Background: an optimization exercise with open tools, aiming at small area and few clock cycles per item. Do not read the settings as production practice.
The RTL was checked by simulation tests, not by an equivalence proof against the original design.
No activity file was given, so power comes from the tool's default toggle rates.

==> flow/design.v (excerpt) <==
module multi_channel_echo_ranger (
   input  logic                            clock,
   input  logic                            reset,
   input  logic                            req_valid,
   output logic                            req_ready,
   input  logic                            req_operation,
   input  logic [mcer_pkg::CHANNELS-1:0]   req_echo_levels,
   output logic                            rsp_valid,
   input  logic                            rsp_ready,
   output logic                            rsp_trigger,
   output logic                            rsp_complete,
   output logic [mcer_pkg::CHANNELS-1:0]   rsp_done_mask,
   output logic                            rsp_timed_out,
   output logic [mcer_pkg::DIST_W-1:0]     rsp_distance_0,
   output logic [mcer_pkg::DIST_W-1:0]     rsp_distance_1,
   output logic [mcer_pkg::DIST_W-1:0]     rsp_distance_2,
   output logic [mcer_pkg::DIST_W-1:0]     rsp_distance_3,
   input  logic                            csr_write_en,
   input  logic [mcer_pkg::CSR_IDX_W-1:0]  csr_index,
   input  logic [mcer_pkg::CSR_W-1:0]      csr_write_data
);
Size: ~1100 cells after synthesis, roughly 200 flip-flops.
clock: 10.0 ns
lec_check: 0
abc_area: 1
cap_margin: 0
core_margin: 2
core_utilization: 40
place_density: 0.6
slew_margin: 0
standard.sh (not shown) runs the stock make flow with config.mk's settings and CLKGATE_MAP_FILE= SYNTH_SCRIPT=/design/flow/synth_recipe.tcl, a recipe that flattens the netlist after the stock synthesis.
==> flow/flow/run.sh <==
#!/bin/bash
# The standard layout (the standard.sh, standard synthesis unchanged), with
# - the port buffers that buffer_ports inserts made the smallest buffer cell, buf_1;
# - clock tree synthesis with clkbuf_8 buffers and no dummy loads.
set -euo pipefail
bash standard.sh \
   BUFFER_PORTS_ARGS="-buffer_cell sky130_fd_sc_hd__buf_1" \
   CTS_ARGS="-sink_clustering_enable -repair_clock_nets -buf_list sky130_fd_sc_hd__clkbuf_8 -dont_use_dummy_load" \
   finish > standard.log 2>&1
The baseline finished clean.
Testbench counts at the start, summed over its fixed seeds: cycles 157,232, items 151,224.
Rerun with:
- CAP_MARGIN: 0 -> 20
- CORE_UTILIZATION: 40 -> 55
- PLACE_DENSITY: 0.6 -> 0.7
- SLEW_MARGIN: 0 -> 20
- setup slack improved by 0.083 ns
- routed wire length fell by a few percent
- clock-buffer cell count is unchanged
- cell area fell slightly
- global-route usage rose by 6.1 points
- worst hold slack improved by 0.0042 ns
- die area fell by a quarter to a third
Rerun with:
==> flow/run.sh (new file) <==
#!/bin/bash
# synth_recipe.tcl (not shown) runs the flow's synth.tcl, then flattens the netlist and writes it again
# the make line also repeats each setting of config.mk as NAME=value (left out here)
make -C /OpenROAD-flow-scripts/flow DESIGN_CONFIG=/design/flow/config.mk WORK_HOME=/design/flow/orfs CLKGATE_MAP_FILE= SYNTH_SCRIPT=/design/flow/synth_recipe.tcl finish
- CORE_UTILIZATION: 55 -> 40
- CTS_BUF_LIST: default -> sky130_fd_sc_hd__clkbuf_8
- PLACE_DENSITY: 0.7 -> 0.6
removed: flow/flow/run.sh
removed: flow/standard.sh
What happened: Combinational power grows by 4.1%; cell area goes up by about 11%; sequential power is about the same; setup slack degrades by 0.44 ns; count of clock-buffer cells in the layout goes up by 3; synthesized cell count stays the same; total power increases by about 7%; clock power rose by 33%; hold slack is better by 0.0060 ns.
Rerun with:
==> flow/flow/run.sh (new file) <==
#!/bin/bash
# The standard layout (the standard.sh, standard synthesis unchanged), with
# - the port buffers that buffer_ports inserts made the smallest buffer cell, buf_1;
# - clock tree synthesis with clkbuf_8 buffers and no dummy loads.
set -euo pipefail
bash standard.sh \
   BUFFER_PORTS_ARGS="-buffer_cell sky130_fd_sc_hd__buf_1" \
   CTS_ARGS="-sink_clustering_enable -repair_clock_nets -buf_list sky130_fd_sc_hd__clkbuf_8 -sink_buffer_max_cap_derate 0.025 -dont_use_dummy_load" \
   finish > standard.log 2>&1
==> flow/standard.sh (new file) <==
#!/bin/bash
# synth_recipe.tcl (not shown) runs the flow's synth.tcl, then flattens the netlist and writes it again
# the make line also repeats each setting of config.mk as NAME=value (left out here)
make -C /OpenROAD-flow-scripts/flow DESIGN_CONFIG=/design/flow/config.mk WORK_HOME=/design/flow/orfs CLKGATE_MAP_FILE= SYNTH_SCRIPT=/design/flow/synth_recipe.tcl "${@:-finish}"
- CTS_BUF_LIST: sky130_fd_sc_hd__clkbuf_8 -> default
removed: flow/run.sh
Result: The new run ran to the end with no violations; total power falls by about 6%; cell count is lower by about 1.3%; design area fell by 8.9%; critical path depth decreases by 1; global-route usage went down by 0.62 points; area after synthesis stays the same.


multi_channel_echo_ranger again, from the RTL that the note above started with.
export LEC_CHECK = 0
export ABC_AREA = 1
export CAP_MARGIN = 20
export CORE_MARGIN = 2
export CORE_UTILIZATION = 40
export PLACE_DENSITY = 0.6
export SLEW_MARGIN = 20
create_clock -name core_clock -period 10.0 [get_ports {clock}]
==> flow/flow/run.sh <==
#!/bin/bash
# The standard layout (the standard.sh, standard synthesis unchanged), with
# - the port buffers that buffer_ports inserts made the smallest buffer cell, buf_1;
# - clock tree synthesis with clkbuf_8 buffers and no dummy loads.
set -euo pipefail
bash standard.sh \
   BUFFER_PORTS_ARGS="-buffer_cell sky130_fd_sc_hd__buf_1" \
   CTS_ARGS="-sink_clustering_enable -repair_clock_nets -buf_list sky130_fd_sc_hd__clkbuf_8 -sink_buffer_max_cap_derate 0.015 -dont_use_dummy_load" \
   finish > standard.log 2>&1
The starting point finished clean.
Testbench counts at the start, summed over its fixed seeds: cycles 157,232, items 151,224.
Next try:
==> flow/flow/run.sh (replaced) <==
#!/bin/bash
# The standard layout (the standard.sh, standard synthesis unchanged), with
# - the port buffers that buffer_ports inserts made the smallest buffer cell, buf_1;
# - clock tree synthesis with clkbuf_16 buffers, clusters of up to 40 sinks, and no dummy loads.
set -euo pipefail
bash standard.sh \
   BUFFER_PORTS_ARGS="-buffer_cell sky130_fd_sc_hd__buf_1" \
   CTS_ARGS="-sink_clustering_enable -repair_clock_nets -buf_list sky130_fd_sc_hd__clkbuf_16 -sink_clustering_size 40 -sink_clustering_max_diameter 100 -dont_use_dummy_load" \
   finish > standard.log 2>&1
The changed run produced a clean layout.
Die area stays the same.
Clock-buffer cell count stays the same.
Worst hold slack barely changes.
Synthesized area stays the same.
Next try:
==> flow/flow/run.sh (replaced) <==
#!/bin/bash
# The standard layout (the standard.sh, standard synthesis unchanged), with
# - the port buffers that buffer_ports inserts made the smallest buffer cell, buf_1;
# - clock tree synthesis with clkbuf_8 buffers and no dummy loads.
set -euo pipefail
bash standard.sh \
   BUFFER_PORTS_ARGS="-buffer_cell sky130_fd_sc_hd__buf_1" \
   CTS_ARGS="-sink_clustering_enable -repair_clock_nets -buf_list sky130_fd_sc_hd__clkbuf_8 -dont_use_dummy_load" \
   finish > standard.log 2>&1
Maximum frequency rises by 0.40%.
Worst hold slack hardly moves.
Register-to-register slack improves by 0.03 ns.
Die area is unchanged.

## separate check: timing with driven ports
Ports are ideal in the flow. The routed layouts listed here were re-timed in OpenROAD.
Step 1: set_driving_cell puts a clkbuf_16 on clock and a buf_2 on each other input, an assumption about the parent block.
Step 2 times the ports against the registers' clock, not the clock port: input delays grow and output delays shrink by t, the midpoint of the rising clock arrivals with the driver on.
Slacks: no drivers / after step 1 / after step 2; pairs: no drivers / after step 1.
run | t, ns | slack for setup (ns) | latest minus earliest clock arrival (ns) | worst register clock-pin slew, ns
the first run of note 1 | 0.506 | 0.668 / 0.691 / 0.184 | 0.039 / 0.039 | 0.11 / 0.11
the second run of note 1 | 0.499 | 0.751 / 0.772 / 0.273 | 0.031 / 0.032 | 0.10 / 0.10
the third run of note 1 | 0.502 | 0.314 / 0.332 / -0.170 | 0.018 / 0.017 | 0.10 / 0.10
the fourth run of note 1 | 0.506 | 0.659 / 0.682 / 0.177 | 0.040 / 0.039 | 0.11 / 0.11
the first run of note 2 | 0.506 | 0.659 / 0.682 / 0.177 | 0.040 / 0.039 | 0.11 / 0.11
the second run of note 2 | 0.468 | 0.622 / 0.650 / 0.182 | 0.028 / 0.028 | 0.08 / 0.08
the third run of note 2 | 0.506 | 0.659 / 0.682 / 0.177 | 0.040 / 0.039 | 0.11 / 0.11
Met with ideal ports but missed after step 2: setup timing in the third run of note 1.
